What follows belongs to an exercise in optimizing a design on an open flow for small area and a short achievable clock period; a production flow would make more cautious choices. No run shown here included a check of the RTL's function; only the layout flow was run.

## design/flow/config.mk

```make
export PLATFORM = sky130hd
export DESIGN_NAME = arith_encoder
export DESIGN_NICKNAME = arith_encoder
export VERILOG_FILES = /design/flow/design.v
export SDC_FILE = /design/flow/constraint.sdc
export NUM_CORES = 4
export LEC_CHECK = 0
export ABC_AREA = 1
export CAP_MARGIN = 20
export CORE_MARGIN = 2
export CORE_UTILIZATION = 40
export SETUP_SLACK_MARGIN = 2.0
export SLEW_MARGIN = 20
```

## design/flow/constraint.sdc

```tcl
create_clock -name core_clock -period 9.0 [get_ports {general_clk}]
set_input_delay 1.8000 -clock core_clock [delete_from_list [all_inputs] [get_ports {general_clk}]]
set_output_delay 1.8000 -clock core_clock [all_outputs]
set_load 0.01 [all_outputs]
```

## design/flow/design.v

```verilog
`timescale 1ns/1ps
module pipeline_control (
  input  logic general_clk,
  input  logic reset,
  input  logic in_valid,
  output logic out_valid
);
  logic v1, v2;
  always_ff @(posedge general_clk) begin
    if (reset) begin
      v1 <= 1'b0;
      v2 <= 1'b0;
    end else begin
      v1 <= in_valid;
      v2 <= v1;
    end
  end
  assign out_valid = v2;
endmodule
`timescale 1ns/1ps
module probability_stage (
  input  logic        general_clk,
  input  logic        reset,
  input  logic        in_valid,
  input  logic [15:0] fl,
  input  logic [15:0] fh,
  input  logic [3:0]  symbol,
  input  logic [4:0]  nsyms,
  input  logic        bool_mode,
  output logic        p_x,
  output logic        p_en,
  output logic        p_z,
  output logic [10:0] p_m2,
  output logic [5:0]  p_k,
  output logic [9:0]  p_n,
  output logic [4:0]  p_o2
);
  logic        vin;
  logic [9:0]  fl6, fh6;
  logic        first, sel_a, sel_c, sel_q;
  logic [5:0]  kd;        
  logic [4:0]  kdiff;     
  logic        kpos;
  logic [9:0]  m_p, m_q;
  logic [5:0]  k_next;
  assign vin   = in_valid & ~reset;
  assign fl6   = fl[15:6];
  assign fh6   = fh[15:6];
  assign first = (fl == 16'h8000);
  assign sel_a = vin & bool_mode & symbol[0];
  assign sel_c = vin & ~bool_mode & ~first;
  assign sel_q = vin & ~(bool_mode & symbol[0]);    
  assign kd    = {1'b0, nsyms} - {2'b00, symbol};
  assign kpos  = ~kd[5] & (kd[4:0] != 5'd0);
  assign kdiff = kd[5] ? 5'd0 : kd[4:0];
  assign m_p = sel_a ? fh6 : (sel_c ? fl6 : 10'd512);
  assign m_q = sel_q ? fh6 : 10'd0;
  always_comb begin
    if (sel_a)          k_next = 6'd1;
    else if (sel_c)     k_next = {5'd0, kpos};
    else if (!vin)      k_next = 6'd0;
    else if (bool_mode) k_next = 6'h3f;
    else if (kpos)      k_next = 6'd1 - {1'b0, kdiff};
    else                k_next = 6'd0;
  end
  always_ff @(posedge general_clk) begin
    p_x  <= ~sel_a & ~sel_c;
    p_z  <= ~sel_a & ~sel_c;
    p_en <= sel_q & fh6[0] & ~(sel_c & fl6[0]);
    p_m2 <= {1'b0, m_p} - {1'b0, m_q};
    p_k  <= k_next;
    p_n  <= sel_c ? fl6 : (sel_a ? fh6 : 10'd0);
    p_o2 <= sel_c ? kdiff : {4'd0, sel_a};
  end
endmodule
`timescale 1ns/1ps
module interval_update (
  input  logic        general_clk,
  input  logic        reset,
  input  logic        p_x,
  input  logic        p_en,
  input  logic        p_z,
  input  logic [10:0] p_m2,
  input  logic [5:0]  p_k,
  input  logic [9:0]  p_n,
  input  logic [4:0]  p_o2,
  output logic [15:0] range_q,
  output logic [3:0]  d_q,
  output logic [15:0] add_next
);
  logic [7:0]  r8;
  logic [16:0] sum2;
  logic [16:0] sum2n;
  logic [15:0] raw;
  assign r8 = range_q[15:8];
  wire lt_1, lt_2;
  assign lt_1 = (r8[7] & p_m2[0]) ^ (r8[6] & p_m2[1]);
  assign lt_2 = (r8[7] & p_m2[0]) & (r8[6] & p_m2[1]);
  wire lt_3, lt_4;
  assign lt_3 = (r8[7] & p_m2[1]) ^ (r8[6] & p_m2[2]) ^ (r8[5] & p_m2[3]);
  assign lt_4 = ((r8[7] & p_m2[1]) & (r8[6] & p_m2[2])) | ((r8[7] & p_m2[1]) & (r8[5] & p_m2[3])) | ((r8[6] & p_m2[2]) & (r8[5] & p_m2[3]));
  wire lt_5, lt_6;
  assign lt_5 = (r8[4] & p_m2[4]) ^ (r8[3] & p_m2[5]);
  assign lt_6 = (r8[4] & p_m2[4]) & (r8[3] & p_m2[5]);
  wire lt_7, lt_8;
  assign lt_7 = (r8[7] & p_m2[2]) ^ (r8[6] & p_m2[3]) ^ (r8[5] & p_m2[4]);
  assign lt_8 = ((r8[7] & p_m2[2]) & (r8[6] & p_m2[3])) | ((r8[7] & p_m2[2]) & (r8[5] & p_m2[4])) | ((r8[6] & p_m2[3]) & (r8[5] & p_m2[4]));
  wire lt_9, lt_10;
  assign lt_9 = (r8[4] & p_m2[0]) ^ (r8[3] & p_m2[1]);
  assign lt_10 = (r8[4] & p_m2[0]) & (r8[3] & p_m2[1]);
  wire lt_11, lt_12;
  assign lt_11 = (r8[5] & p_m2[0]) ^ (r8[4] & p_m2[1]) ^ (r8[3] & p_m2[2]);
  assign lt_12 = ((r8[5] & p_m2[0]) & (r8[4] & p_m2[1])) | ((r8[5] & p_m2[0]) & (r8[3] & p_m2[2])) | ((r8[4] & p_m2[1]) & (r8[3] & p_m2[2]));
  wire lt_13, lt_14;
  assign lt_13 = (r8[2] & p_m2[3]) ^ (r8[1] & p_m2[4]);
  assign lt_14 = (r8[2] & p_m2[3]) & (r8[1] & p_m2[4]);
  wire lt_15, lt_16;
  assign lt_15 = (r8[6] & p_m2[0]) ^ (r8[5] & p_m2[1]) ^ (r8[4] & p_m2[2]);
  assign lt_16 = ((r8[6] & p_m2[0]) & (r8[5] & p_m2[1])) | ((r8[6] & p_m2[0]) & (r8[4] & p_m2[2])) | ((r8[5] & p_m2[1]) & (r8[4] & p_m2[2]));
  wire lt_17, lt_18;
  assign lt_17 = (r8[3] & p_m2[3]) ^ (r8[2] & p_m2[4]) ^ (r8[1] & p_m2[5]);
  assign lt_18 = ((r8[3] & p_m2[3]) & (r8[2] & p_m2[4])) | ((r8[3] & p_m2[3]) & (r8[1] & p_m2[5])) | ((r8[2] & p_m2[4]) & (r8[1] & p_m2[5]));
  wire lt_19, lt_20;
  assign lt_19 = (r8[0] & p_m2[6]) ^ (range_q[5] & p_x);
  assign lt_20 = (r8[0] & p_m2[6]) & (range_q[5] & p_x);
  wire lt_21, lt_22;
  assign lt_21 = (r8[5] & p_m2[2]) ^ (r8[4] & p_m2[3]) ^ (r8[3] & p_m2[4]);
  assign lt_22 = ((r8[5] & p_m2[2]) & (r8[4] & p_m2[3])) | ((r8[5] & p_m2[2]) & (r8[3] & p_m2[4])) | ((r8[4] & p_m2[3]) & (r8[3] & p_m2[4]));
  wire lt_23, lt_24;
  assign lt_23 = (r8[2] & p_m2[5]) ^ (r8[1] & p_m2[6]) ^ (r8[0] & p_m2[7]);
  assign lt_24 = ((r8[2] & p_m2[5]) & (r8[1] & p_m2[6])) | ((r8[2] & p_m2[5]) & (r8[0] & p_m2[7])) | ((r8[1] & p_m2[6]) & (r8[0] & p_m2[7]));
  wire lt_25, lt_26;
  assign lt_25 = (range_q[6] & p_x) ^ p_k[4] ^ lt_1;
  assign lt_26 = ((range_q[6] & p_x) & p_k[4]) | ((range_q[6] & p_x) & lt_1) | (p_k[4] & lt_1);
  wire lt_27, lt_28;
  assign lt_27 = (r8[2] & p_m2[6]) ^ (r8[1] & p_m2[7]) ^ (r8[0] & p_m2[8]);
  assign lt_28 = ((r8[2] & p_m2[6]) & (r8[1] & p_m2[7])) | ((r8[2] & p_m2[6]) & (r8[0] & p_m2[8])) | ((r8[1] & p_m2[7]) & (r8[0] & p_m2[8]));
  wire lt_29, lt_30;
  assign lt_29 = (range_q[7] & p_x) ^ ~p_k[5] ^ 1'b1;
  assign lt_30 = ((range_q[7] & p_x) & ~p_k[5]) | ((range_q[7] & p_x) & 1'b1) | (~p_k[5] & 1'b1);
  wire lt_31, lt_32;
  assign lt_31 = lt_3 ^ lt_5 ^ lt_2;
  assign lt_32 = (lt_3 & lt_5) | (lt_3 & lt_2) | (lt_5 & lt_2);
  wire lt_33, lt_34;
  assign lt_33 = (r8[4] & p_m2[5]) ^ (r8[3] & p_m2[6]) ^ (r8[2] & p_m2[7]);
  assign lt_34 = ((r8[4] & p_m2[5]) & (r8[3] & p_m2[6])) | ((r8[4] & p_m2[5]) & (r8[2] & p_m2[7])) | ((r8[3] & p_m2[6]) & (r8[2] & p_m2[7]));
  wire lt_35, lt_36;
  assign lt_35 = (r8[1] & p_m2[8]) ^ (r8[0] & p_m2[9]) ^ 1'b1;
  assign lt_36 = ((r8[1] & p_m2[8]) & (r8[0] & p_m2[9])) | ((r8[1] & p_m2[8]) & 1'b1) | ((r8[0] & p_m2[9]) & 1'b1);
  wire lt_37, lt_38;
  assign lt_37 = lt_7 ^ lt_4 ^ lt_6;
  assign lt_38 = (lt_7 & lt_4) | (lt_7 & lt_6) | (lt_4 & lt_6);
  wire lt_39, lt_40;
  assign lt_39 = (r8[7] & p_m2[3]) ^ (r8[6] & p_m2[4]) ^ (r8[5] & p_m2[5]);
  assign lt_40 = ((r8[7] & p_m2[3]) & (r8[6] & p_m2[4])) | ((r8[7] & p_m2[3]) & (r8[5] & p_m2[5])) | ((r8[6] & p_m2[4]) & (r8[5] & p_m2[5]));
  wire lt_41, lt_42;
  assign lt_41 = (r8[4] & p_m2[6]) ^ (r8[3] & p_m2[7]) ^ (r8[2] & p_m2[8]);
  assign lt_42 = ((r8[4] & p_m2[6]) & (r8[3] & p_m2[7])) | ((r8[4] & p_m2[6]) & (r8[2] & p_m2[8])) | ((r8[3] & p_m2[7]) & (r8[2] & p_m2[8]));
  wire lt_43, lt_44;
  assign lt_43 = (r8[1] & p_m2[9]) ^ ~(r8[0] & p_m2[10]) ^ lt_8;
  assign lt_44 = ((r8[1] & p_m2[9]) & ~(r8[0] & p_m2[10])) | ((r8[1] & p_m2[9]) & lt_8) | (~(r8[0] & p_m2[10]) & lt_8);
  wire lt_45, lt_46;
  assign lt_45 = (r8[7] & p_m2[4]) ^ (r8[6] & p_m2[5]) ^ (r8[5] & p_m2[6]);
  assign lt_46 = ((r8[7] & p_m2[4]) & (r8[6] & p_m2[5])) | ((r8[7] & p_m2[4]) & (r8[5] & p_m2[6])) | ((r8[6] & p_m2[5]) & (r8[5] & p_m2[6]));
  wire lt_47, lt_48;
  assign lt_47 = (r8[4] & p_m2[7]) ^ (r8[3] & p_m2[8]) ^ (r8[2] & p_m2[9]);
  assign lt_48 = ((r8[4] & p_m2[7]) & (r8[3] & p_m2[8])) | ((r8[4] & p_m2[7]) & (r8[2] & p_m2[9])) | ((r8[3] & p_m2[8]) & (r8[2] & p_m2[9]));
  wire lt_49, lt_50;
  assign lt_49 = (r8[7] & p_m2[5]) ^ (r8[6] & p_m2[6]) ^ (r8[5] & p_m2[7]);
  assign lt_50 = ((r8[7] & p_m2[5]) & (r8[6] & p_m2[6])) | ((r8[7] & p_m2[5]) & (r8[5] & p_m2[7])) | ((r8[6] & p_m2[6]) & (r8[5] & p_m2[7]));
  wire lt_51, lt_52;
  assign lt_51 = (r8[3] & p_m2[0]) ^ (r8[2] & p_m2[1]) ^ (r8[1] & p_m2[2]);
  assign lt_52 = ((r8[3] & p_m2[0]) & (r8[2] & p_m2[1])) | ((r8[3] & p_m2[0]) & (r8[1] & p_m2[2])) | ((r8[2] & p_m2[1]) & (r8[1] & p_m2[2]));
  wire lt_53, lt_54;
  assign lt_53 = (r8[2] & p_m2[2]) ^ (r8[1] & p_m2[3]) ^ (r8[0] & p_m2[4]);
  assign lt_54 = ((r8[2] & p_m2[2]) & (r8[1] & p_m2[3])) | ((r8[2] & p_m2[2]) & (r8[0] & p_m2[4])) | ((r8[1] & p_m2[3]) & (r8[0] & p_m2[4]));
  wire lt_55, lt_56;
  assign lt_55 = (range_q[3] & p_x) ^ p_k[1];
  assign lt_56 = (range_q[3] & p_x) & p_k[1];
  wire lt_57, lt_58;
  assign lt_57 = (r8[0] & p_m2[5]) ^ (range_q[4] & p_x) ^ p_k[2];
  assign lt_58 = ((r8[0] & p_m2[5]) & (range_q[4] & p_x)) | ((r8[0] & p_m2[5]) & p_k[2]) | ((range_q[4] & p_x) & p_k[2]);
  wire lt_59, lt_60;
  assign lt_59 = lt_11 ^ lt_13 ^ lt_10;
  assign lt_60 = (lt_11 & lt_13) | (lt_11 & lt_10) | (lt_13 & lt_10);
  wire lt_61, lt_62;
  assign lt_61 = p_k[3] ^ lt_15 ^ lt_17;
  assign lt_62 = (p_k[3] & lt_15) | (p_k[3] & lt_17) | (lt_15 & lt_17);
  wire lt_63, lt_64;
  assign lt_63 = lt_19 ^ lt_12 ^ lt_14;
  assign lt_64 = (lt_19 & lt_12) | (lt_19 & lt_14) | (lt_12 & lt_14);
  wire lt_65, lt_66;
  assign lt_65 = lt_21 ^ lt_23 ^ lt_25;
  assign lt_66 = (lt_21 & lt_23) | (lt_21 & lt_25) | (lt_23 & lt_25);
  wire lt_67, lt_68;
  assign lt_67 = lt_16 ^ lt_18 ^ lt_20;
  assign lt_68 = (lt_16 & lt_18) | (lt_16 & lt_20) | (lt_18 & lt_20);
  wire lt_69, lt_70;
  assign lt_69 = lt_27 ^ lt_29 ^ lt_31;
  assign lt_70 = (lt_27 & lt_29) | (lt_27 & lt_31) | (lt_29 & lt_31);
  wire lt_71, lt_72;
  assign lt_71 = lt_22 ^ lt_24 ^ lt_26;
  assign lt_72 = (lt_22 & lt_24) | (lt_22 & lt_26) | (lt_24 & lt_26);
  wire lt_73, lt_74;
  assign lt_73 = lt_33 ^ lt_35 ^ lt_37;
  assign lt_74 = (lt_33 & lt_35) | (lt_33 & lt_37) | (lt_35 & lt_37);
  wire lt_75, lt_76;
  assign lt_75 = lt_28 ^ lt_30 ^ lt_32;
  assign lt_76 = (lt_28 & lt_30) | (lt_28 & lt_32) | (lt_30 & lt_32);
  wire lt_77, lt_78;
  assign lt_77 = lt_39 ^ lt_41 ^ lt_43;
  assign lt_78 = (lt_39 & lt_41) | (lt_39 & lt_43) | (lt_41 & lt_43);
  wire lt_79, lt_80;
  assign lt_79 = lt_34 ^ lt_36 ^ lt_38;
  assign lt_80 = (lt_34 & lt_36) | (lt_34 & lt_38) | (lt_36 & lt_38);
  wire lt_81, lt_82;
  assign lt_81 = ~(r8[1] & p_m2[10]) ^ lt_45 ^ lt_47;
  assign lt_82 = (~(r8[1] & p_m2[10]) & lt_45) | (~(r8[1] & p_m2[10]) & lt_47) | (lt_45 & lt_47);
  wire lt_83, lt_84;
  assign lt_83 = lt_40 ^ lt_42 ^ lt_44;
  assign lt_84 = (lt_40 & lt_42) | (lt_40 & lt_44) | (lt_42 & lt_44);
  wire lt_85, lt_86;
  assign lt_85 = (r8[4] & p_m2[8]) ^ (r8[3] & p_m2[9]) ^ ~(r8[2] & p_m2[10]);
  assign lt_86 = ((r8[4] & p_m2[8]) & (r8[3] & p_m2[9])) | ((r8[4] & p_m2[8]) & ~(r8[2] & p_m2[10])) | ((r8[3] & p_m2[9]) & ~(r8[2] & p_m2[10]));
  wire lt_87, lt_88;
  assign lt_87 = lt_49 ^ lt_46 ^ lt_48;
  assign lt_88 = (lt_49 & lt_46) | (lt_49 & lt_48) | (lt_46 & lt_48);
  wire lt_89, lt_90;
  assign lt_89 = (r8[7] & p_m2[6]) ^ (r8[6] & p_m2[7]) ^ (r8[5] & p_m2[8]);
  assign lt_90 = ((r8[7] & p_m2[6]) & (r8[6] & p_m2[7])) | ((r8[7] & p_m2[6]) & (r8[5] & p_m2[8])) | ((r8[6] & p_m2[7]) & (r8[5] & p_m2[8]));
  wire lt_91, lt_92;
  assign lt_91 = (r8[4] & p_m2[9]) ^ ~(r8[3] & p_m2[10]) ^ lt_50;
  assign lt_92 = ((r8[4] & p_m2[9]) & ~(r8[3] & p_m2[10])) | ((r8[4] & p_m2[9]) & lt_50) | (~(r8[3] & p_m2[10]) & lt_50);
  wire lt_93, lt_94;
  assign lt_93 = (r8[7] & p_m2[7]) ^ (r8[6] & p_m2[8]) ^ (r8[5] & p_m2[9]);
  assign lt_94 = ((r8[7] & p_m2[7]) & (r8[6] & p_m2[8])) | ((r8[7] & p_m2[7]) & (r8[5] & p_m2[9])) | ((r8[6] & p_m2[8]) & (r8[5] & p_m2[9]));
  wire lt_95, lt_96;
  assign lt_95 = (r8[1] & p_m2[0]) ^ (r8[0] & p_m2[1]);
  assign lt_96 = (r8[1] & p_m2[0]) & (r8[0] & p_m2[1]);
  wire lt_97, lt_98;
  assign lt_97 = (r8[2] & p_m2[0]) ^ (r8[1] & p_m2[1]) ^ (r8[0] & p_m2[2]);
  assign lt_98 = ((r8[2] & p_m2[0]) & (r8[1] & p_m2[1])) | ((r8[2] & p_m2[0]) & (r8[0] & p_m2[2])) | ((r8[1] & p_m2[1]) & (r8[0] & p_m2[2]));
  wire lt_99, lt_100;
  assign lt_99 = (r8[0] & p_m2[3]) ^ (range_q[2] & p_x) ^ p_k[0];
  assign lt_100 = ((r8[0] & p_m2[3]) & (range_q[2] & p_x)) | ((r8[0] & p_m2[3]) & p_k[0]) | ((range_q[2] & p_x) & p_k[0]);
  wire lt_101, lt_102;
  assign lt_101 = lt_9 ^ lt_53 ^ lt_55;
  assign lt_102 = (lt_9 & lt_53) | (lt_9 & lt_55) | (lt_53 & lt_55);
  wire lt_103, lt_104;
  assign lt_103 = lt_57 ^ lt_59 ^ lt_54;
  assign lt_104 = (lt_57 & lt_59) | (lt_57 & lt_54) | (lt_59 & lt_54);
  wire lt_105, lt_106;
  assign lt_105 = lt_61 ^ lt_63 ^ lt_58;
  assign lt_106 = (lt_61 & lt_63) | (lt_61 & lt_58) | (lt_63 & lt_58);
  wire lt_107, lt_108;
  assign lt_107 = lt_65 ^ lt_67 ^ lt_62;
  assign lt_108 = (lt_65 & lt_67) | (lt_65 & lt_62) | (lt_67 & lt_62);
  wire lt_109, lt_110;
  assign lt_109 = lt_69 ^ lt_71 ^ lt_66;
  assign lt_110 = (lt_69 & lt_71) | (lt_69 & lt_66) | (lt_71 & lt_66);
  wire lt_111, lt_112;
  assign lt_111 = lt_73 ^ lt_75 ^ lt_70;
  assign lt_112 = (lt_73 & lt_75) | (lt_73 & lt_70) | (lt_75 & lt_70);
  wire lt_113, lt_114;
  assign lt_113 = lt_77 ^ lt_79 ^ lt_74;
  assign lt_114 = (lt_77 & lt_79) | (lt_77 & lt_74) | (lt_79 & lt_74);
  wire lt_115, lt_116;
  assign lt_115 = lt_81 ^ lt_83 ^ lt_78;
  assign lt_116 = (lt_81 & lt_83) | (lt_81 & lt_78) | (lt_83 & lt_78);
  wire lt_117, lt_118;
  assign lt_117 = lt_85 ^ lt_87 ^ lt_82;
  assign lt_118 = (lt_85 & lt_87) | (lt_85 & lt_82) | (lt_87 & lt_82);
  wire lt_119, lt_120;
  assign lt_119 = lt_89 ^ lt_91 ^ lt_86;
  assign lt_120 = (lt_89 & lt_91) | (lt_89 & lt_86) | (lt_91 & lt_86);
  wire lt_121, lt_122;
  assign lt_121 = ~(r8[4] & p_m2[10]) ^ lt_93 ^ lt_90;
  assign lt_122 = (~(r8[4] & p_m2[10]) & lt_93) | (~(r8[4] & p_m2[10]) & lt_90) | (lt_93 & lt_90);
  wire lt_123, lt_124;
  assign lt_123 = (r8[7] & p_m2[8]) ^ (r8[6] & p_m2[9]) ^ ~(r8[5] & p_m2[10]);
  assign lt_124 = ((r8[7] & p_m2[8]) & (r8[6] & p_m2[9])) | ((r8[7] & p_m2[8]) & ~(r8[5] & p_m2[10])) | ((r8[6] & p_m2[9]) & ~(r8[5] & p_m2[10]));
  wire lt_125, lt_126;
  assign lt_125 = (range_q[0] & p_x) ^ (p_en & r8[0]);
  assign lt_126 = (range_q[0] & p_x) & (p_en & r8[0]);
  wire lt_127, lt_128;
  assign lt_127 = (range_q[1] & p_x) ^ lt_97 ^ lt_96;
  assign lt_128 = ((range_q[1] & p_x) & lt_97) | ((range_q[1] & p_x) & lt_96) | (lt_97 & lt_96);
  wire lt_129, lt_130;
  assign lt_129 = lt_51 ^ lt_99 ^ lt_98;
  assign lt_130 = (lt_51 & lt_99) | (lt_51 & lt_98) | (lt_99 & lt_98);
  wire lt_131, lt_132;
  assign lt_131 = lt_52 ^ lt_101 ^ lt_100;
  assign lt_132 = (lt_52 & lt_101) | (lt_52 & lt_100) | (lt_101 & lt_100);
  wire lt_133, lt_134;
  assign lt_133 = lt_56 ^ lt_103 ^ lt_102;
  assign lt_134 = (lt_56 & lt_103) | (lt_56 & lt_102) | (lt_103 & lt_102);
  wire lt_135, lt_136;
  assign lt_135 = lt_60 ^ lt_105 ^ lt_104;
  assign lt_136 = (lt_60 & lt_105) | (lt_60 & lt_104) | (lt_105 & lt_104);
  wire lt_137, lt_138;
  assign lt_137 = lt_64 ^ lt_107 ^ lt_106;
  assign lt_138 = (lt_64 & lt_107) | (lt_64 & lt_106) | (lt_107 & lt_106);
  wire lt_139, lt_140;
  assign lt_139 = lt_68 ^ lt_109 ^ lt_108;
  assign lt_140 = (lt_68 & lt_109) | (lt_68 & lt_108) | (lt_109 & lt_108);
  wire lt_141, lt_142;
  assign lt_141 = lt_72 ^ lt_111 ^ lt_110;
  assign lt_142 = (lt_72 & lt_111) | (lt_72 & lt_110) | (lt_111 & lt_110);
  wire lt_143, lt_144;
  assign lt_143 = lt_76 ^ lt_113 ^ lt_112;
  assign lt_144 = (lt_76 & lt_113) | (lt_76 & lt_112) | (lt_113 & lt_112);
  wire lt_145, lt_146;
  assign lt_145 = lt_80 ^ lt_115 ^ lt_114;
  assign lt_146 = (lt_80 & lt_115) | (lt_80 & lt_114) | (lt_115 & lt_114);
  wire lt_147, lt_148;
  assign lt_147 = lt_84 ^ lt_117 ^ lt_116;
  assign lt_148 = (lt_84 & lt_117) | (lt_84 & lt_116) | (lt_117 & lt_116);
  wire lt_149, lt_150;
  assign lt_149 = lt_88 ^ lt_119 ^ lt_118;
  assign lt_150 = (lt_88 & lt_119) | (lt_88 & lt_118) | (lt_119 & lt_118);
  wire lt_151, lt_152;
  assign lt_151 = lt_92 ^ lt_121 ^ lt_120;
  assign lt_152 = (lt_92 & lt_121) | (lt_92 & lt_120) | (lt_121 & lt_120);
  wire lt_153, lt_154;
  assign lt_153 = lt_94 ^ lt_123 ^ lt_122;
  assign lt_154 = (lt_94 & lt_123) | (lt_94 & lt_122) | (lt_123 & lt_122);
  wire lt_155, lt_156;
  assign lt_155 = (r8[7] & p_m2[9]) ^ ~(r8[6] & p_m2[10]) ^ lt_124;
  assign lt_156 = ((r8[7] & p_m2[9]) & ~(r8[6] & p_m2[10])) | ((r8[7] & p_m2[9]) & lt_124) | (~(r8[6] & p_m2[10]) & lt_124);
  wire [16:0] lt_a, lt_b;
  assign lt_a = {lt_155, lt_153, lt_151, lt_149, lt_147, lt_145, lt_143, lt_141, lt_139, lt_137, lt_135, lt_133, lt_131, lt_129, lt_127, lt_95, 1'b0};
  assign lt_b = {lt_154, lt_152, lt_150, lt_148, lt_146, lt_144, lt_142, lt_140, lt_138, lt_136, lt_134, lt_132, lt_130, lt_128, lt_126, lt_125, 1'b0};
  assign sum2 = lt_a + lt_b;
  assign raw  = sum2[16:1];
  wire at_1, at_2;
  assign at_1 = (range_q[6] & ~p_z) ^ ~p_o2[4];
  assign at_2 = (range_q[6] & ~p_z) & ~p_o2[4];
  wire at_3, at_4;
  assign at_3 = (range_q[7] & ~p_z) ^ ~(r8[7] & p_n[1]);
  assign at_4 = (range_q[7] & ~p_z) & ~(r8[7] & p_n[1]);
  wire at_5, at_6;
  assign at_5 = (range_q[8] & ~p_z) ^ ~(r8[7] & p_n[2]);
  assign at_6 = (range_q[8] & ~p_z) & ~(r8[7] & p_n[2]);
  wire at_7, at_8;
  assign at_7 = (range_q[9] & ~p_z) ^ ~(r8[7] & p_n[3]);
  assign at_8 = (range_q[9] & ~p_z) & ~(r8[7] & p_n[3]);
  wire at_9, at_10;
  assign at_9 = (range_q[2] & ~p_z) ^ ~p_o2[0];
  assign at_10 = (range_q[2] & ~p_z) & ~p_o2[0];
  wire at_11, at_12;
  assign at_11 = (range_q[3] & ~p_z) ^ ~p_o2[1] ^ ~(r8[4] & p_n[0]);
  assign at_12 = ((range_q[3] & ~p_z) & ~p_o2[1]) | ((range_q[3] & ~p_z) & ~(r8[4] & p_n[0])) | (~p_o2[1] & ~(r8[4] & p_n[0]));
  wire at_13, at_14;
  assign at_13 = (range_q[4] & ~p_z) ^ ~p_o2[2] ^ ~(r8[5] & p_n[0]);
  assign at_14 = ((range_q[4] & ~p_z) & ~p_o2[2]) | ((range_q[4] & ~p_z) & ~(r8[5] & p_n[0])) | (~p_o2[2] & ~(r8[5] & p_n[0]));
  wire at_15, at_16;
  assign at_15 = ~(r8[4] & p_n[1]) ^ ~(r8[3] & p_n[2]);
  assign at_16 = ~(r8[4] & p_n[1]) & ~(r8[3] & p_n[2]);
  wire at_17, at_18;
  assign at_17 = (range_q[5] & ~p_z) ^ ~p_o2[3] ^ ~(r8[6] & p_n[0]);
  assign at_18 = ((range_q[5] & ~p_z) & ~p_o2[3]) | ((range_q[5] & ~p_z) & ~(r8[6] & p_n[0])) | (~p_o2[3] & ~(r8[6] & p_n[0]));
  wire at_19, at_20;
  assign at_19 = ~(r8[5] & p_n[1]) ^ ~(r8[4] & p_n[2]) ^ ~(r8[3] & p_n[3]);
  assign at_20 = (~(r8[5] & p_n[1]) & ~(r8[4] & p_n[2])) | (~(r8[5] & p_n[1]) & ~(r8[3] & p_n[3])) | (~(r8[4] & p_n[2]) & ~(r8[3] & p_n[3]));
  wire at_21, at_22;
  assign at_21 = ~(r8[2] & p_n[4]) ^ ~(r8[1] & p_n[5]);
  assign at_22 = ~(r8[2] & p_n[4]) & ~(r8[1] & p_n[5]);
  wire at_23, at_24;
  assign at_23 = ~(r8[7] & p_n[0]) ^ ~(r8[6] & p_n[1]) ^ ~(r8[5] & p_n[2]);
  assign at_24 = (~(r8[7] & p_n[0]) & ~(r8[6] & p_n[1])) | (~(r8[7] & p_n[0]) & ~(r8[5] & p_n[2])) | (~(r8[6] & p_n[1]) & ~(r8[5] & p_n[2]));
  wire at_25, at_26;
  assign at_25 = ~(r8[4] & p_n[3]) ^ ~(r8[3] & p_n[4]) ^ ~(r8[2] & p_n[5]);
  assign at_26 = (~(r8[4] & p_n[3]) & ~(r8[3] & p_n[4])) | (~(r8[4] & p_n[3]) & ~(r8[2] & p_n[5])) | (~(r8[3] & p_n[4]) & ~(r8[2] & p_n[5]));
  wire at_27, at_28;
  assign at_27 = ~(r8[1] & p_n[6]) ^ ~(r8[0] & p_n[7]) ^ at_1;
  assign at_28 = (~(r8[1] & p_n[6]) & ~(r8[0] & p_n[7])) | (~(r8[1] & p_n[6]) & at_1) | (~(r8[0] & p_n[7]) & at_1);
  wire at_29, at_30;
  assign at_29 = ~(r8[6] & p_n[2]) ^ ~(r8[5] & p_n[3]) ^ ~(r8[4] & p_n[4]);
  assign at_30 = (~(r8[6] & p_n[2]) & ~(r8[5] & p_n[3])) | (~(r8[6] & p_n[2]) & ~(r8[4] & p_n[4])) | (~(r8[5] & p_n[3]) & ~(r8[4] & p_n[4]));
  wire at_31, at_32;
  assign at_31 = ~(r8[3] & p_n[5]) ^ ~(r8[2] & p_n[6]) ^ ~(r8[1] & p_n[7]);
  assign at_32 = (~(r8[3] & p_n[5]) & ~(r8[2] & p_n[6])) | (~(r8[3] & p_n[5]) & ~(r8[1] & p_n[7])) | (~(r8[2] & p_n[6]) & ~(r8[1] & p_n[7]));
  wire at_33, at_34;
  assign at_33 = ~(r8[0] & p_n[8]) ^ at_3 ^ at_2;
  assign at_34 = (~(r8[0] & p_n[8]) & at_3) | (~(r8[0] & p_n[8]) & at_2) | (at_3 & at_2);
  wire at_35, at_36;
  assign at_35 = ~(r8[6] & p_n[3]) ^ ~(r8[5] & p_n[4]) ^ ~(r8[4] & p_n[5]);
  assign at_36 = (~(r8[6] & p_n[3]) & ~(r8[5] & p_n[4])) | (~(r8[6] & p_n[3]) & ~(r8[4] & p_n[5])) | (~(r8[5] & p_n[4]) & ~(r8[4] & p_n[5]));
  wire at_37, at_38;
  assign at_37 = ~(r8[3] & p_n[6]) ^ ~(r8[2] & p_n[7]) ^ ~(r8[1] & p_n[8]);
  assign at_38 = (~(r8[3] & p_n[6]) & ~(r8[2] & p_n[7])) | (~(r8[3] & p_n[6]) & ~(r8[1] & p_n[8])) | (~(r8[2] & p_n[7]) & ~(r8[1] & p_n[8]));
  wire at_39, at_40;
  assign at_39 = ~(r8[0] & p_n[9]) ^ at_5 ^ at_4;
  assign at_40 = (~(r8[0] & p_n[9]) & at_5) | (~(r8[0] & p_n[9]) & at_4) | (at_5 & at_4);
  wire at_41, at_42;
  assign at_41 = ~(r8[6] & p_n[4]) ^ ~(r8[5] & p_n[5]) ^ ~(r8[4] & p_n[6]);
  assign at_42 = (~(r8[6] & p_n[4]) & ~(r8[5] & p_n[5])) | (~(r8[6] & p_n[4]) & ~(r8[4] & p_n[6])) | (~(r8[5] & p_n[5]) & ~(r8[4] & p_n[6]));
  wire at_43, at_44;
  assign at_43 = ~(r8[3] & p_n[7]) ^ ~(r8[2] & p_n[8]) ^ ~(r8[1] & p_n[9]);
  assign at_44 = (~(r8[3] & p_n[7]) & ~(r8[2] & p_n[8])) | (~(r8[3] & p_n[7]) & ~(r8[1] & p_n[9])) | (~(r8[2] & p_n[8]) & ~(r8[1] & p_n[9]));
  wire at_45, at_46;
  assign at_45 = 1'b1 ^ at_7 ^ at_6;
  assign at_46 = (1'b1 & at_7) | (1'b1 & at_6) | (at_7 & at_6);
  wire at_47, at_48;
  assign at_47 = (range_q[10] & ~p_z) ^ ~(r8[7] & p_n[4]) ^ ~(r8[6] & p_n[5]);
  assign at_48 = ((range_q[10] & ~p_z) & ~(r8[7] & p_n[4])) | ((range_q[10] & ~p_z) & ~(r8[6] & p_n[5])) | (~(r8[7] & p_n[4]) & ~(r8[6] & p_n[5]));
  wire at_49, at_50;
  assign at_49 = ~(r8[5] & p_n[6]) ^ ~(r8[4] & p_n[7]) ^ ~(r8[3] & p_n[8]);
  assign at_50 = (~(r8[5] & p_n[6]) & ~(r8[4] & p_n[7])) | (~(r8[5] & p_n[6]) & ~(r8[3] & p_n[8])) | (~(r8[4] & p_n[7]) & ~(r8[3] & p_n[8]));
  wire at_51, at_52;
  assign at_51 = ~(r8[2] & p_n[9]) ^ at_8;
  assign at_52 = ~(r8[2] & p_n[9]) & at_8;
  wire at_53, at_54;
  assign at_53 = (range_q[11] & ~p_z) ^ ~(r8[7] & p_n[5]) ^ ~(r8[6] & p_n[6]);
  assign at_54 = ((range_q[11] & ~p_z) & ~(r8[7] & p_n[5])) | ((range_q[11] & ~p_z) & ~(r8[6] & p_n[6])) | (~(r8[7] & p_n[5]) & ~(r8[6] & p_n[6]));
  wire at_55, at_56;
  assign at_55 = ~(r8[5] & p_n[7]) ^ ~(r8[4] & p_n[8]);
  assign at_56 = ~(r8[5] & p_n[7]) & ~(r8[4] & p_n[8]);
  wire at_57, at_58;
  assign at_57 = (range_q[12] & ~p_z) ^ ~(r8[7] & p_n[6]);
  assign at_58 = (range_q[12] & ~p_z) & ~(r8[7] & p_n[6]);
  wire at_59, at_60;
  assign at_59 = ~(r8[3] & p_n[0]) ^ ~(r8[2] & p_n[1]) ^ ~(r8[1] & p_n[2]);
  assign at_60 = (~(r8[3] & p_n[0]) & ~(r8[2] & p_n[1])) | (~(r8[3] & p_n[0]) & ~(r8[1] & p_n[2])) | (~(r8[2] & p_n[1]) & ~(r8[1] & p_n[2]));
  wire at_61, at_62;
  assign at_61 = ~(r8[3] & p_n[1]) ^ ~(r8[2] & p_n[2]) ^ ~(r8[1] & p_n[3]);
  assign at_62 = (~(r8[3] & p_n[1]) & ~(r8[2] & p_n[2])) | (~(r8[3] & p_n[1]) & ~(r8[1] & p_n[3])) | (~(r8[2] & p_n[2]) & ~(r8[1] & p_n[3]));
  wire at_63, at_64;
  assign at_63 = ~(r8[0] & p_n[4]) ^ at_11;
  assign at_64 = ~(r8[0] & p_n[4]) & at_11;
  wire at_65, at_66;
  assign at_65 = ~(r8[2] & p_n[3]) ^ ~(r8[1] & p_n[4]) ^ ~(r8[0] & p_n[5]);
  assign at_66 = (~(r8[2] & p_n[3]) & ~(r8[1] & p_n[4])) | (~(r8[2] & p_n[3]) & ~(r8[0] & p_n[5])) | (~(r8[1] & p_n[4]) & ~(r8[0] & p_n[5]));
  wire at_67, at_68;
  assign at_67 = at_13 ^ at_15 ^ at_12;
  assign at_68 = (at_13 & at_15) | (at_13 & at_12) | (at_15 & at_12);
  wire at_69, at_70;
  assign at_69 = ~(r8[0] & p_n[6]) ^ at_17 ^ at_19;
  assign at_70 = (~(r8[0] & p_n[6]) & at_17) | (~(r8[0] & p_n[6]) & at_19) | (at_17 & at_19);
  wire at_71, at_72;
  assign at_71 = at_21 ^ at_14 ^ at_16;
  assign at_72 = (at_21 & at_14) | (at_21 & at_16) | (at_14 & at_16);
  wire at_73, at_74;
  assign at_73 = at_23 ^ at_25 ^ at_27;
  assign at_74 = (at_23 & at_25) | (at_23 & at_27) | (at_25 & at_27);
  wire at_75, at_76;
  assign at_75 = at_18 ^ at_20 ^ at_22;
  assign at_76 = (at_18 & at_20) | (at_18 & at_22) | (at_20 & at_22);
  wire at_77, at_78;
  assign at_77 = at_29 ^ at_31 ^ at_33;
  assign at_78 = (at_29 & at_31) | (at_29 & at_33) | (at_31 & at_33);
  wire at_79, at_80;
  assign at_79 = at_24 ^ at_26 ^ at_28;
  assign at_80 = (at_24 & at_26) | (at_24 & at_28) | (at_26 & at_28);
  wire at_81, at_82;
  assign at_81 = at_35 ^ at_37 ^ at_39;
  assign at_82 = (at_35 & at_37) | (at_35 & at_39) | (at_37 & at_39);
  wire at_83, at_84;
  assign at_83 = at_30 ^ at_32 ^ at_34;
  assign at_84 = (at_30 & at_32) | (at_30 & at_34) | (at_32 & at_34);
  wire at_85, at_86;
  assign at_85 = at_41 ^ at_43 ^ at_45;
  assign at_86 = (at_41 & at_43) | (at_41 & at_45) | (at_43 & at_45);
  wire at_87, at_88;
  assign at_87 = at_36 ^ at_38 ^ at_40;
  assign at_88 = (at_36 & at_38) | (at_36 & at_40) | (at_38 & at_40);
  wire at_89, at_90;
  assign at_89 = at_47 ^ at_49 ^ at_51;
  assign at_90 = (at_47 & at_49) | (at_47 & at_51) | (at_49 & at_51);
  wire at_91, at_92;
  assign at_91 = at_42 ^ at_44 ^ at_46;
  assign at_92 = (at_42 & at_44) | (at_42 & at_46) | (at_44 & at_46);
  wire at_93, at_94;
  assign at_93 = ~(r8[3] & p_n[9]) ^ at_53 ^ at_55;
  assign at_94 = (~(r8[3] & p_n[9]) & at_53) | (~(r8[3] & p_n[9]) & at_55) | (at_53 & at_55);
  wire at_95, at_96;
  assign at_95 = at_48 ^ at_50 ^ at_52;
  assign at_96 = (at_48 & at_50) | (at_48 & at_52) | (at_50 & at_52);
  wire at_97, at_98;
  assign at_97 = ~(r8[6] & p_n[7]) ^ ~(r8[5] & p_n[8]) ^ ~(r8[4] & p_n[9]);
  assign at_98 = (~(r8[6] & p_n[7]) & ~(r8[5] & p_n[8])) | (~(r8[6] & p_n[7]) & ~(r8[4] & p_n[9])) | (~(r8[5] & p_n[8]) & ~(r8[4] & p_n[9]));
  wire at_99, at_100;
  assign at_99 = at_57 ^ at_54 ^ at_56;
  assign at_100 = (at_57 & at_54) | (at_57 & at_56) | (at_54 & at_56);
  wire at_101, at_102;
  assign at_101 = (range_q[13] & ~p_z) ^ ~(r8[7] & p_n[7]) ^ ~(r8[6] & p_n[8]);
  assign at_102 = ((range_q[13] & ~p_z) & ~(r8[7] & p_n[7])) | ((range_q[13] & ~p_z) & ~(r8[6] & p_n[8])) | (~(r8[7] & p_n[7]) & ~(r8[6] & p_n[8]));
  wire at_103, at_104;
  assign at_103 = ~(r8[5] & p_n[9]) ^ at_58;
  assign at_104 = ~(r8[5] & p_n[9]) & at_58;
  wire at_105, at_106;
  assign at_105 = (range_q[14] & ~p_z) ^ ~(r8[7] & p_n[8]);
  assign at_106 = (range_q[14] & ~p_z) & ~(r8[7] & p_n[8]);
  wire at_107, at_108;
  assign at_107 = (range_q[1] & ~p_z) ^ ~(r8[2] & p_n[0]);
  assign at_108 = (range_q[1] & ~p_z) & ~(r8[2] & p_n[0]);
  wire at_109, at_110;
  assign at_109 = ~(r8[0] & p_n[3]) ^ 1'b1 ^ at_9;
  assign at_110 = (~(r8[0] & p_n[3]) & 1'b1) | (~(r8[0] & p_n[3]) & at_9) | (1'b1 & at_9);
  wire at_111, at_112;
  assign at_111 = at_10 ^ at_61 ^ at_63;
  assign at_112 = (at_10 & at_61) | (at_10 & at_63) | (at_61 & at_63);
  wire at_113, at_114;
  assign at_113 = at_65 ^ at_67 ^ at_62;
  assign at_114 = (at_65 & at_67) | (at_65 & at_62) | (at_67 & at_62);
  wire at_115, at_116;
  assign at_115 = at_69 ^ at_71 ^ at_66;
  assign at_116 = (at_69 & at_71) | (at_69 & at_66) | (at_71 & at_66);
  wire at_117, at_118;
  assign at_117 = at_73 ^ at_75 ^ at_70;
  assign at_118 = (at_73 & at_75) | (at_73 & at_70) | (at_75 & at_70);
  wire at_119, at_120;
  assign at_119 = at_77 ^ at_79 ^ at_74;
  assign at_120 = (at_77 & at_79) | (at_77 & at_74) | (at_79 & at_74);
  wire at_121, at_122;
  assign at_121 = at_81 ^ at_83 ^ at_78;
  assign at_122 = (at_81 & at_83) | (at_81 & at_78) | (at_83 & at_78);
  wire at_123, at_124;
  assign at_123 = at_85 ^ at_87 ^ at_82;
  assign at_124 = (at_85 & at_87) | (at_85 & at_82) | (at_87 & at_82);
  wire at_125, at_126;
  assign at_125 = at_89 ^ at_91 ^ at_86;
  assign at_126 = (at_89 & at_91) | (at_89 & at_86) | (at_91 & at_86);
  wire at_127, at_128;
  assign at_127 = at_93 ^ at_95 ^ at_90;
  assign at_128 = (at_93 & at_95) | (at_93 & at_90) | (at_95 & at_90);
  wire at_129, at_130;
  assign at_129 = at_97 ^ at_99 ^ at_94;
  assign at_130 = (at_97 & at_99) | (at_97 & at_94) | (at_99 & at_94);
  wire at_131, at_132;
  assign at_131 = at_101 ^ at_103 ^ at_98;
  assign at_132 = (at_101 & at_103) | (at_101 & at_98) | (at_103 & at_98);
  wire at_133, at_134;
  assign at_133 = ~(r8[6] & p_n[9]) ^ at_105 ^ at_102;
  assign at_134 = (~(r8[6] & p_n[9]) & at_105) | (~(r8[6] & p_n[9]) & at_102) | (at_105 & at_102);
  wire at_135, at_136;
  assign at_135 = (range_q[15] & ~p_z) ^ ~(r8[7] & p_n[9]);
  assign at_136 = (range_q[15] & ~p_z) & ~(r8[7] & p_n[9]);
  wire at_137, at_138;
  assign at_137 = (range_q[0] & ~p_z) ^ ~(r8[1] & p_n[0]);
  assign at_138 = (range_q[0] & ~p_z) & ~(r8[1] & p_n[0]);
  wire at_139, at_140;
  assign at_139 = ~(r8[1] & p_n[1]) ^ ~(r8[0] & p_n[2]) ^ at_107;
  assign at_140 = (~(r8[1] & p_n[1]) & ~(r8[0] & p_n[2])) | (~(r8[1] & p_n[1]) & at_107) | (~(r8[0] & p_n[2]) & at_107);
  wire at_141, at_142;
  assign at_141 = at_59 ^ at_109 ^ at_108;
  assign at_142 = (at_59 & at_109) | (at_59 & at_108) | (at_109 & at_108);
  wire at_143, at_144;
  assign at_143 = at_60 ^ at_111 ^ at_110;
  assign at_144 = (at_60 & at_111) | (at_60 & at_110) | (at_111 & at_110);
  wire at_145, at_146;
  assign at_145 = at_64 ^ at_113 ^ at_112;
  assign at_146 = (at_64 & at_113) | (at_64 & at_112) | (at_113 & at_112);
  wire at_147, at_148;
  assign at_147 = at_68 ^ at_115 ^ at_114;
  assign at_148 = (at_68 & at_115) | (at_68 & at_114) | (at_115 & at_114);
  wire at_149, at_150;
  assign at_149 = at_72 ^ at_117 ^ at_116;
  assign at_150 = (at_72 & at_117) | (at_72 & at_116) | (at_117 & at_116);
  wire at_151, at_152;
  assign at_151 = at_76 ^ at_119 ^ at_118;
  assign at_152 = (at_76 & at_119) | (at_76 & at_118) | (at_119 & at_118);
  wire at_153, at_154;
  assign at_153 = at_80 ^ at_121 ^ at_120;
  assign at_154 = (at_80 & at_121) | (at_80 & at_120) | (at_121 & at_120);
  wire at_155, at_156;
  assign at_155 = at_84 ^ at_123 ^ at_122;
  assign at_156 = (at_84 & at_123) | (at_84 & at_122) | (at_123 & at_122);
  wire at_157, at_158;
  assign at_157 = at_88 ^ at_125 ^ at_124;
  assign at_158 = (at_88 & at_125) | (at_88 & at_124) | (at_125 & at_124);
  wire at_159, at_160;
  assign at_159 = at_92 ^ at_127 ^ at_126;
  assign at_160 = (at_92 & at_127) | (at_92 & at_126) | (at_127 & at_126);
  wire at_161, at_162;
  assign at_161 = at_96 ^ at_129 ^ at_128;
  assign at_162 = (at_96 & at_129) | (at_96 & at_128) | (at_129 & at_128);
  wire at_163, at_164;
  assign at_163 = at_100 ^ at_131 ^ at_130;
  assign at_164 = (at_100 & at_131) | (at_100 & at_130) | (at_131 & at_130);
  wire at_165, at_166;
  assign at_165 = at_104 ^ at_133 ^ at_132;
  assign at_166 = (at_104 & at_133) | (at_104 & at_132) | (at_133 & at_132);
  wire at_167, at_168;
  assign at_167 = at_106 ^ at_135 ^ at_134;
  assign at_168 = (at_106 & at_135) | (at_106 & at_134) | (at_135 & at_134);
  wire [16:0] at_a, at_b;
  assign at_a = {at_167, at_165, at_163, at_161, at_159, at_157, at_155, at_153, at_151, at_149, at_147, at_145, at_143, at_141, at_139, ~(r8[0] & p_n[1]), 1'b0};
  assign at_b = {at_166, at_164, at_162, at_160, at_158, at_156, at_154, at_152, at_150, at_148, at_146, at_144, at_142, at_140, at_138, at_137, 1'b0};
  assign sum2n    = at_a + at_b;
  assign add_next = sum2n[16:1];
  logic        z8, z4, z2, z1, raw_zero;
  logic [15:0] t1, t2, t3, range_next;
  logic [3:0]  d_next;
  assign z8 = ~|raw[15:8];
  assign t1 = z8 ? {raw[7:0], 8'd0} : raw;
  assign z4 = ~|t1[15:12];
  assign t2 = z4 ? {t1[11:0], 4'd0} : t1;
  assign z2 = ~|t2[15:14];
  assign t3 = z2 ? {t2[13:0], 2'd0} : t2;
  assign z1 = ~t3[15];
  assign range_next = z1 ? {t3[14:0], 1'b0} : t3;
  assign raw_zero = ~|raw;
  assign d_next = (raw_zero | reset) ? 4'd0 : {z8, z4, z2, z1};
  always_ff @(posedge general_clk) begin
    if (reset) range_q <= 16'd32768;
    else       range_q <= range_next;
    d_q <= d_next;
  end
endmodule
`timescale 1ns/1ps
module renormalizer (
  input  logic        general_clk,
  input  logic        reset,
  input  logic [15:0] add_next,
  input  logic [3:0]  d_q,
  output logic [23:0] low_out,
  output logic [4:0]  cnt_out,
  output logic [1:0]  bit_flag,
  output logic [15:0] out_bit_1,
  output logic [15:0] out_bit_2
);
  logic [23:0] sum_q;
  logic [3:0]  cq;
  logic [4:0]  e_sum;        
  logic        emit1, emit2;
  logic [2:0]  f_sum;        
  logic [23:0] low_shl;
  logic [23:0] low_next;
  logic [23:0] sum_next;
  logic [3:0]  cq_next;
  logic [7:0]  keep_hi;
  logic [24:0] win_src;
  logic [23:0] win;
  assign e_sum = {1'b0, cq} + {1'b0, d_q};
  assign emit1 = e_sum >= 5'd9;
  assign emit2 = e_sum >= 5'd17;
  assign f_sum = e_sum[2:0] - 3'd1;    
  always_comb begin
    case (f_sum)
      3'd0: keep_hi = 8'h00;
      3'd1: keep_hi = 8'h01;
      3'd2: keep_hi = 8'h03;
      3'd3: keep_hi = 8'h07;
      3'd4: keep_hi = 8'h0f;
      3'd5: keep_hi = 8'h1f;
      3'd6: keep_hi = 8'h3f;
      default: keep_hi = 8'h7f;
    endcase
    if (!emit1) keep_hi = 8'hff;
  end
  assign low_shl  = sum_q << d_q;
  assign low_next = low_shl & {keep_hi, 16'hffff};
  assign cq_next  = emit1 ? {1'b0, f_sum} + 4'd1 : e_sum[3:0];
  assign sum_next = low_next + {8'd0, add_next};
  assign win_src = {sum_q, 1'b0};
  assign win     = 24'(win_src >> cq);
  always_ff @(posedge general_clk) begin
    if (reset) begin
      sum_q <= '0;
      cq    <= '0;
    end else begin
      sum_q <= sum_next;
      cq    <= cq_next;
    end
  end
  assign low_out   = low_next;
  assign cnt_out   = {1'b0, cq_next} - 5'd9;
  assign bit_flag  = {emit2, emit1 & ~emit2};
  assign out_bit_1 = win[23:8];
  assign out_bit_2 = {8'd0, win[7:0]};
endmodule
`timescale 1ns/1ps
module arith_encoder #(
  parameter int SYMBOL_WIDTH = 4
) (
  input  logic                    general_clk,
  input  logic                    reset,
  input  logic                    in_valid,
  input  logic [15:0]             fl,
  input  logic [15:0]             fh,
  input  logic [SYMBOL_WIDTH-1:0] symbol,
  input  logic [SYMBOL_WIDTH:0]   nsyms,
  input  logic                    bool_mode,
  output logic                    out_valid,
  output logic [15:0]             range_out,
  output logic [23:0]             low_out,
  output logic [4:0]              cnt_out,
  output logic [1:0]              bit_flag,
  output logic [15:0]             out_bit_1,
  output logic [15:0]             out_bit_2
);
  logic        p_x, p_en, p_z;
  logic [10:0] p_m2;
  logic [5:0]  p_k;
  logic [9:0]  p_n;
  logic [4:0]  p_o2;
  logic [15:0] add_next;
  logic [3:0]  d_q;
  pipeline_control u_control (
    .general_clk (general_clk),
    .reset       (reset),
    .in_valid    (in_valid),
    .out_valid   (out_valid)
  );
  probability_stage u_stage_1 (
    .general_clk (general_clk),
    .reset       (reset),
    .in_valid    (in_valid),
    .fl          (fl),
    .fh          (fh),
    .symbol      (symbol),
    .nsyms       (nsyms),
    .bool_mode   (bool_mode),
    .p_x         (p_x),
    .p_en        (p_en),
    .p_z         (p_z),
    .p_m2        (p_m2),
    .p_k         (p_k),
    .p_n         (p_n),
    .p_o2        (p_o2)
  );
  interval_update u_stage_2 (
    .general_clk (general_clk),
    .reset       (reset),
    .p_x         (p_x),
    .p_en        (p_en),
    .p_z         (p_z),
    .p_m2        (p_m2),
    .p_k         (p_k),
    .p_n         (p_n),
    .p_o2        (p_o2),
    .range_q     (range_out),
    .d_q         (d_q),
    .add_next    (add_next)
  );
  renormalizer u_stage_3 (
    .general_clk (general_clk),
    .reset       (reset),
    .add_next    (add_next),
    .d_q         (d_q),
    .low_out     (low_out),
    .cnt_out     (cnt_out),
    .bit_flag    (bit_flag),
    .out_bit_1   (out_bit_1),
    .out_bit_2   (out_bit_2)
  );
endmodule
```

## design/flow/flow/run.sh

```bash
#!/bin/bash
# The standard layout with two changes: adders use Yosys's Sklansky carry
# network instead of Kogge-Stone, and the ports get the smallest buffer
# instead of the delay buffer that buffer_ports picks by default. All output
# goes to run_standard.log in this folder; ORFS keeps its logs under orfs/logs.
set -euo pipefail
export SYNTH_OPERATIONS_ARGS="-extra-map +/choices/sklansky.v"
export BUFFER_PORTS_ARGS="-buffer_cell sky130_fd_sc_hd__buf_1"
bash standard.sh > run_standard.log 2>&1
```

## design/flow/standard.sh

```bash
#!/bin/bash
# synth_recipe.tcl (not shown) runs the flow's synth.tcl, then flattens the netlist and writes it again
# the make line also repeats each setting of config.mk as NAME=value (left out here)
make -C /OpenROAD-flow-scripts/flow DESIGN_CONFIG=/design/flow/config.mk WORK_HOME=/design/flow/orfs CLKGATE_MAP_FILE= SYNTH_SCRIPT=/design/flow/synth_recipe.tcl "${@:-finish}"
```

==> out/summary.md, run 1 <==
Highest metal layer with signal wires: met4. The tools report the hold violation count in the final report as 0. The largest net degree at the start of global routing is 46, and the synthesis-stage register bit count is 84. The detail route stage leaves a number of antenna-violating nets equal to 0. First-iteration detailed-routing DRC count: 758. Summing every instance area after synthesis gives 12,900 µm². Buffers inserted during clock tree synthesis total 9. TritonCTS built the clock tree. The clock net in this run drives a total of 84 sinks. The total detailed-routing wirelength is 32,500 µm.

The final-stage net count was 2,240; the via count normalized by instance count was 4.80. The tools report the root buffer selected by CTS as clkbuf_16. Prevailing post-synth register cell: dfxtp_1. The worst slew slack as a fraction of its limit is 0.378. In the final layout, the multi-input gates occupy 9050 µm². At the worst endpoint, the required time is 9.24 ns. The pre-antenna-repair detailed-routing pass consisted of 5 iterations. After routing, the total negative slack on setup checks comes to 0 ns. The starting utilization of the core area was 0.406.

For the aggregate global-route resource usage, the log shows 0.200. The sequential cell area fraction in the yosys report is 0.131. For the number of top-level pins, the log shows 125.

Among the stages of the critical path, the cell type that occurs most often is nand2_1. By startpoint and endpoint, the worst setup path is classified as reg -> reg. Fill cells in the final layout number 3,361. At the worst endpoint, the arrival time is 6.80 ns. The clock arrives with 0.0144 ns of skew. On the critical path, the stage with the largest delay is an instance of fa_1. The highest net fanout along the worst path came out at 15. By area the synthesized netlist is led by fa_1 (24%), nand2_1 (15%), inv_1 (13%), dfxtp_1 (13%), ha_1 (9.3%).

The biggest cell delay along the critical path was 0.55 ns; the storage element area was 1690 µm². The path class of the tightest hold or removal check is reg -> reg. The family of cells with the greatest summed delay on the critical path was adder cells. Total setup violations reported at the end of the flow: 0. The clock transition at the register clock pins on the worst setup and hold paths after CTS was 0.07 ns; the vias after detailed routing was 11,300.

After synthesis, the mean cell area works out to 6.79 µm². After detailed routing, the wire length on met1 is 14,300 µm. The post-synthesis to final-layout area growth is 7.40%.

The Yosys step of the flow raised 4 warnings. The maximum achievable frequency was 152 MHz. 0 antenna diodes ended up in the layout. In this run the horizontal extent of the chip is 183 µm. The tools report the kind of capture point of the worst setup path as a flip-flop. The clock latency reported for the late side of the worst-skew pair is 0.36 ns. The tool flagged a number of max-cap violations equal to 0.

The most frequent standard cell in the layout excluding fill and tap cells is nand2_1. The logs give 0 for the number of antenna violations at the first check in global routing and 0 for the residual DRC count. The quantity of hold-fixing buffers added after cts was 0. In this run the vertical extent of the chip is 183 µm.

Actual slew at the worst max-slew pin: 0.924 ns. The wire length of the first global-routing pass was 53,700 µm. Yosys mapped the design onto 49 distinct sky130hd cell types. The H-tree was split into 3 levels.

The number of port buffers is 110, and the share of the core filled with cells is 0.436. The setup check on the worst reg-to-reg path leaves a slack of 2.43 ns. The floorplan has 65 rows. Global placer's final weighted congestion: 0.884.

Subtracting the final worst setup slack from the clock period gives 6.57 ns. Of all cell types, the one taking the most synthesized area is fa_1. For the number of buffers on the longest clock path, the log shows 2. Share of synthesized flip-flops with an asynchronous set or reset: 0.

The ratio of cells with drive above 1 in the final layout is 0.0349, and the core region area is 31,600 µm². The number of buffers inserted to repair setup after CTS was 0. Dividing the detail-routed wire length by the instance count gives 13.8 µm.

After detailed routing, the met3 layer carries 1070 µm of wire. The number of synthesized flops with an enable pin came out at 0. Setup repair after global routing left no endpoint under its margin.

STA classifies the critical path startpoint as a flip-flop. The final global-route overflow total is 0, and the post-cts repair resize count is 1. The critical path contains buffers and inverters numbering 7 combined. The run finished with no timing, DRC or antenna violations.

The synthesized netlist cell count came out at 1,893. Leaving out fill and tap cells, the most frequent cells in the layout are nand2_1 (509), inv_1 (455), fa_1 (152). The portion of synthesized cell area occupied by the leading cell type is 0.237, and the floorplan die area is 33,600 µm². The period utilization was 0.729; the total met2 wirelength after detailed routing was 16,100 µm.

The number of global-route vias before repair is 10,900, and the number of pins exceeding their max-slew limit in the final report is 0. The total half-perimeter wirelength after legalization and detailed placement came out at 27,100 µm.
worst paths after layout:
path / endpoint / cells after the start / from
max: u_stage_2.range_q[14] / 32 / u_stage_2.range_q[15]
min: u_control.v2 / 2 / u_control.v1
max reg2reg: u_stage_2.range_q[14] / 32 / u_stage_2.range_q[15]
min reg2reg: u_control.v2 / 2 / u_control.v1
state kept, by name, indices dropped and copies added, names as in the netlist:
name and flops:
u_stage_3.sum_q 24, u_stage_2.range_q 16, u_stage_1.p_m2 11, u_stage_1.p_n 10, u_stage_1.p_k 6, u_stage_1.p_o2 5
u_stage_2.d_q 4, u_stage_3.cq 4, u_control.v1 1, u_control.v2 1, u_stage_1.p_en 1, u_stage_1.p_x 1
routing by layer:
metal / up-vias / track usage
met3: 44 / 0.0203
met5: - / 0
met4: 0 / 0.0749
met2: 223 / 0.354
li1: 5711 / -
met1: 5326 / 0.253
cell type report:
type,count,share of cell area
Tap cell,402,0.0364
Sequential cell,84,0.122
Multi-Input combinational cell,1265,0.655
Timing Repair Buffer,122,0.0364
Clock inverter,4,0.00526
Inverter,465,0.126
Clock buffer,11,0.0183
tightest hold or removal path, delay by kind of cell, from the launching register on:
kind          cells  cell delay (ns)
buf+inv           1             0.04
simple gates      1             0.03
flops             1             0.29
kinds of logic (layout without fill, tap and decap cells):
family | after synthesis | after routing | synth area share
AO/OA/AOI/OAI | 228 | 228 | 0.100
AND/OR/NAND/NOR | 724 | 724 | 0.228
adder cells (fa/ha/maj) | 248 | 248 | 0.330
multiplexers | 23 | 23 | 0.0179
buffers and inverters | 551 | 602 | 0.170
flip-flops | 84 | 84 | 0.131
other | 1 | 8 | 0.000292
XOR/XNOR | 34 | 34 | 0.0232
synth_stat cells (2+ instances only):
| cell | n |
|---|---|
| a211oi_1 | 4 |
| nand2_1 | 510 |
| nor4_1 | 5 |
| a21boi_0 | 2 |
| o21bai_1 | 6 |
| o21ai_1 | 6 |
| clkinv_1 | 4 |
| nand3_1 | 47 |
| o22ai_1 | 8 |
| dfxtp_1 | 84 |
| xnor2_1 | 21 |
| o21a_1 | 9 |
| mux2i_1 | 23 |
| buf_2 | 7 |
| buf_6 | 5 |
| nor2_4 | 2 |
| and2_1 | 4 |
| nor3_1 | 8 |
| inv_2 | 6 |
| xor2_1 | 13 |
| buf_1 | 3 |
| clkbuf_1 | 45 |
| nand2_2 | 11 |
| a21oi_2 | 2 |
| ha_1 | 96 |
| nand2_4 | 3 |
| o21ai_0 | 119 |
| nor2_2 | 4 |
| buf_4 | 14 |
| inv_1 | 455 |
| a21oi_1 | 45 |
| a22o_1 | 8 |
| fa_1 | 152 |
| nor2_1 | 121 |
| a31oi_1 | 3 |
| clkbuf_2 | 12 |
| or2_2 | 3 |
| nand4_1 | 2 |
| o211ai_1 | 11 |
per-stage QoR:
| step | instances | setup slack, ns | instance area [µm²] | hold WS, ns |
|---|---|---|---|---|
| after floorplan | 1900 | 2.99 | 12900 | 0.388 |
| after global placement | 2338 | 2.00 | 13500 | 0.399 |
| after detailed placement | 2338 | 1.92 | 13500 | 0.403 |
| after CTS | 2353 | 2.09 | 13800 | 0.411 |
| after global routing | 2353 | 2.00 | 13800 | 0.457 |
| final | 2353 | 2.43 | 13800 | 0.406 |
==> inputs of run 2 (changes only) <==
==> design/flow/flow/run.sh (replaced) <==
#!/bin/bash
# The standard layout, with the smallest buffer on the ports instead of the
# delay buffer that buffer_ports picks by default. All output goes to
# run_standard.log in this folder; ORFS keeps its own logs under orfs/logs.
set -euo pipefail
export BUFFER_PORTS_ARGS="-buffer_cell sky130_fd_sc_hd__buf_1"
bash standard.sh > run_standard.log 2>&1
==> run 2 against run 1 <==
Still clean on timing, DRC and antenna. Sequential share of layout area is 0.44 points lower. Synthesized area rose by 3.9%. Die area up 3.8%.
==> out/summary.md, run 2 <==
Ratio of cells with drive above 1 in the final layout: 0.0333 (-0.00157). The diode insertion count for antenna repair was 0 (unchanged); the vias after detailed routing was 12,300 (+8.4%). The tools report the total setup violations reported at the end of the flow as 0 (unchanged).

The number of search-and-repair iterations in the first detailed-routing pass came out at 6 (+1). The critical path is of the reg -> reg type. By count the netlist is led by nand2_1 (585), inv_1 (465), o21ai_0 (151). The highest net fanout along the worst path came out at 22 (+7). Setup repair after global routing could not meet its margin everywhere. In the synthesized netlist the dominant register cell turns out to be dfxtp_1. The average size of a mapped cell is 6.52 µm² (-4.0%), and the first-iteration detailed-routing DRC count is 770 (+1.6%).

The number of buffers on the longest clock path is 2 (unchanged). The worst hold-check path type is reg -> reg. The area of the multi-input gates is 9490 µm² (+4.9%), and the portion of synthesized cell area occupied by the leading cell type is 0.207 (-0.0298). The clock sink count was 84 (unchanged); the endpoint arrival time on the critical path was 6.77 ns (-0.03 ns).

The largest net degree at the start of global routing was 47 (+2.2%); the chip height was 187 µm (+1.9%). The share of synthesized flip-flops with an asynchronous set or reset was 0 (unchanged). TritonCTS built the clock tree. Post-cts repair resize count: 0 (-1). The number of antenna violations at the first check in global routing is 0 (unchanged). The number of filler instances in the final layout was 3,545 (+5.5%); the quantity of hold-fixing buffers added after cts was 0 (unchanged). The shortest clock period the worst path allows after layout came out at 6.48 ns (-0.0847 ns). The tools report the post-route worst setup slack as 2.52 ns (+0.0847 ns). The tools report the total detailed-routing wirelength as 35,000 µm (+7.8%).

The number of port buffers came out at 110 (unchanged). Synthesis-stage register bit count: 84 (unchanged). The aggregate global-route resource usage is 0.207 (+0.00709), and the synthesized cell area is 13,400 µm² (+3.9%). The flip-flop count of the largest register, all copies and words added is 24 (unchanged), and the post-synthesis to final-layout area growth is 7.00%. The sequential cell area fraction in the yosys report came out at 0.126 (-0.00489).

The tools report the number of buffers inserted to repair setup after CTS as 0 (unchanged). Sorting the synthesized cells by area gives the leading types as fa_1 (21%), nand2_1 (16%), inv_1 (13%), dfxtp_1 (13%), ha_1 (9.0%). The maximum achievable frequency is 154 MHz (+1.3%). The starting utilization of the core area is 0.408 (+0.00203), and the floorplan die area is 34,900 µm² (+3.8%). Wire length of the first global-routing pass: 59,400 µm (+11%). The largest area contributor in the synthesized netlist was fa_1.

Count of H-tree levels built during CTS: 3 (unchanged). The actual slew at the worst max-slew pin was 0.904 ns (-0.0206 ns); the post-route setup TNS was 0 ns (unchanged). Biggest cell delay along the critical path: 0.52 ns (-0.03 ns). The flow ran to the end and the layout has no timing, DRC or antenna violations. The reported max-cap violation count came out at 0 (unchanged). The worst-case clock skew is 0.0150 ns (+0.000630 ns), and the worst endpoint required time is 9.29 ns (+0.05 ns).

The register with the most flip-flops in the final layout is u_stage_3.sum_q. Yosys instantiated no cell more often than nand2_1. The worst slew slack as a fraction of its limit is 0.397 (+0.0188), and the hold violation count in the final report is 0 (unchanged).

The logs give 0.35 ns (about the same) for the clock latency reported for the late side of the worst-skew pair and 0 (unchanged) for the final global-route overflow total. Width of the die: 187 µm (+1.9%). Family of cells with the greatest summed delay on the critical path: adder cells. The total half-perimeter wirelength after legalization and detailed placement is 28,700 µm (+5.9%), and the logic depth of the worst register-to-register path is 34 (+6.3%). CTS placed an instance of clkbuf_16 at the clock tree root. Core region area: 32,700 µm² (+3.4%). The library cells used most frequently in the layout, excluding fill and tap cells, are nand2_1 (585), inv_1 (465), o21ai_0 (150). The total of warnings raised by yosys is 4 (unchanged), and the worst setup slack before clock tree synthesis is 2.44 ns (+0.526 ns).

The logs give 66 (+1.5%) for the number of rows created at floorplan and 1680 µm² (-0.22%) for the storage element area. The period utilization is 0.720 (-0.00941), and the clock transition at the register clock pins on the worst setup and hold paths after CTS is 0.07 ns (about the same). The via count normalized by instance count is 4.82 (+0.24%), and the instance count on the critical path is 34 (+6.3%). The global placer's final weighted congestion came out at 0.888 (+0.51%). The worst setup path is captured at a flip-flop. The residual DRC count came out at 0 (unchanged).

Critical path's most frequent cell: nand2_1. The worst setup path is launched from a flip-flop. The instance count along the most critical hold path is 2 (unchanged), and the number of distinct standard cells referenced by the synthesized netlist is 48 (-2.0%).

The most frequent standard cell in the layout excluding fill and tap cells is nand2_1. Synthesized netlist cell count: 2,049 (+8.2%). The tools report the post-route antenna net violation count as 0 (unchanged). The run gives 9 (unchanged) as the CTS buffer count.

For the number of top-level pins, the log shows 125 (unchanged). The logs give 2,378 (+6.2%) for the final-stage net count and 0 (unchanged) for the number of pins exceeding their max-slew limit in the final report. The number of synthesized flops with an enable pin was 0 (unchanged).

In the final layout, the registers with the most flip-flops are u_stage_3.sum_q (24), u_stage_2.range_q (16), u_stage_1.p_m2 (11). The mean routed wirelength per cell works out to 13.8 µm (-0.33%). The buffer and inverter count on the worst path came out at 5 (-2). The slowest stage of the critical path is the fa_1 cell. Number of global-route vias before repair: 12,200 (+12%).
## run 2: changes by cell type in the layout (fill, tap and decap cells not counted), sizes merged, moves of 13 or more
cell,change
inv,+13
o21ai,+32
nand2,+75
a21oi,+36
fa,-14
## run 2: worst min-delay path, stage by stage, from the launching register on
cell and delay [ns]:
dfxtp_1 0.36, inv_1 0.07, nor2_1 0.03
## run 2: metrics by stage
step | cell area (µm²) | util | hold WS (ns) | instances
after floorplan | 13400 | - | 0.388 | 2056
after global placement | 14000 | 0.428 | 0.514 | 2530
after detailed placement | 14000 | 0.428 | 0.510 | 2530
after CTS | 14300 | 0.437 | 0.511 | 2545
after global routing | 14300 | 0.437 | 0.495 | 2545
final | 14300 | 0.437 | 0.504 | 2545
## run 2: routing by layer
| layer | vias up | global-route usage | routed length [µm] |
|---|---|---|---|
| met3 | 44 | 0.0196 | 1230 |
| met5 | - | 0 | 0 |
| li1 | 6259 | - | - |
| met2 | 239 | 0.376 | 17500 |
| met4 | 0 | 0.0601 | 745 |
| met1 | 5714 | 0.261 | 15500 |
## run 2: cells by family (layout without fill, tap and decap cells)
family / count (synthesis) / after routing / synth area share
flops: 84 / 84 / 0.126
mux: 31 / 31 / 0.0232
buf+inv: 565 / 612 / 0.166
other cells: 1 / 8 / 0.000281
simple gates: 815 / 815 / 0.249
xor+xnor: 34 / 34 / 0.0223
compound gates: 285 / 285 / 0.117
fa+ha+maj: 234 / 234 / 0.297
## run 2: layout make-up
class                      instances  share of cell area
tap                              442              0.0387
sequential                        84               0.118
clock buffer                      10              0.0167
inverter                         475               0.125
multi-input combinational       1407               0.664
timing repair buffer             122              0.0352
clock inverter                     5             0.00263
## run 2: final timing paths
| kind | start | endpoint | slack [ns] |
|---|---|---|---|
| max | u_stage_2.range_q[15] | u_stage_3.sum_q[23] | 2.52 |
| min reg2reg | u_control.v1 | u_control.v2 | 0.50 |
| min | u_control.v1 | u_control.v2 | 0.50 |
| max reg2reg | u_stage_2.range_q[15] | u_stage_3.sum_q[23] | 2.52 |

separate check: timing with driven ports:
In the flow no input, the clock included, has a driving cell. The finished layouts below were timed again as built, in two steps. Step 1 (the two cells are an assumption about what drives the block):
set clk [get_ports {general_clk}]
set_driving_cell -lib_cell sky130_fd_sc_hd__clkbuf_16 $clk
set_driving_cell -lib_cell sky130_fd_sc_hd__buf_2 [delete_from_list [all_inputs] $clk]
Step 2 times the ports against the registers' clock, not the clock port: input delays grow and output delays shrink by t, the midpoint of the rising clock arrivals with the driver on. Three values: no drivers, after step 1, after step 2; two values: the first two.
run	shift t [ns]	slack for setup (ns)	hold slack, ns	worst setup path at the end	pins driven straight from the clock port
run 1	0.399	2.435 / 2.435 / 2.435	0.406 / 0.406 / 0.406	register to register	1
run 2	0.398	2.520 / 2.520 / 2.466	0.504 / 0.504 / 0.504	input to register	1
After both steps every run listed still meets setup and hold. The setup slack of run 2, which loses most, moves by 0.000 ns with the drivers and by -0.054 ns with both steps.
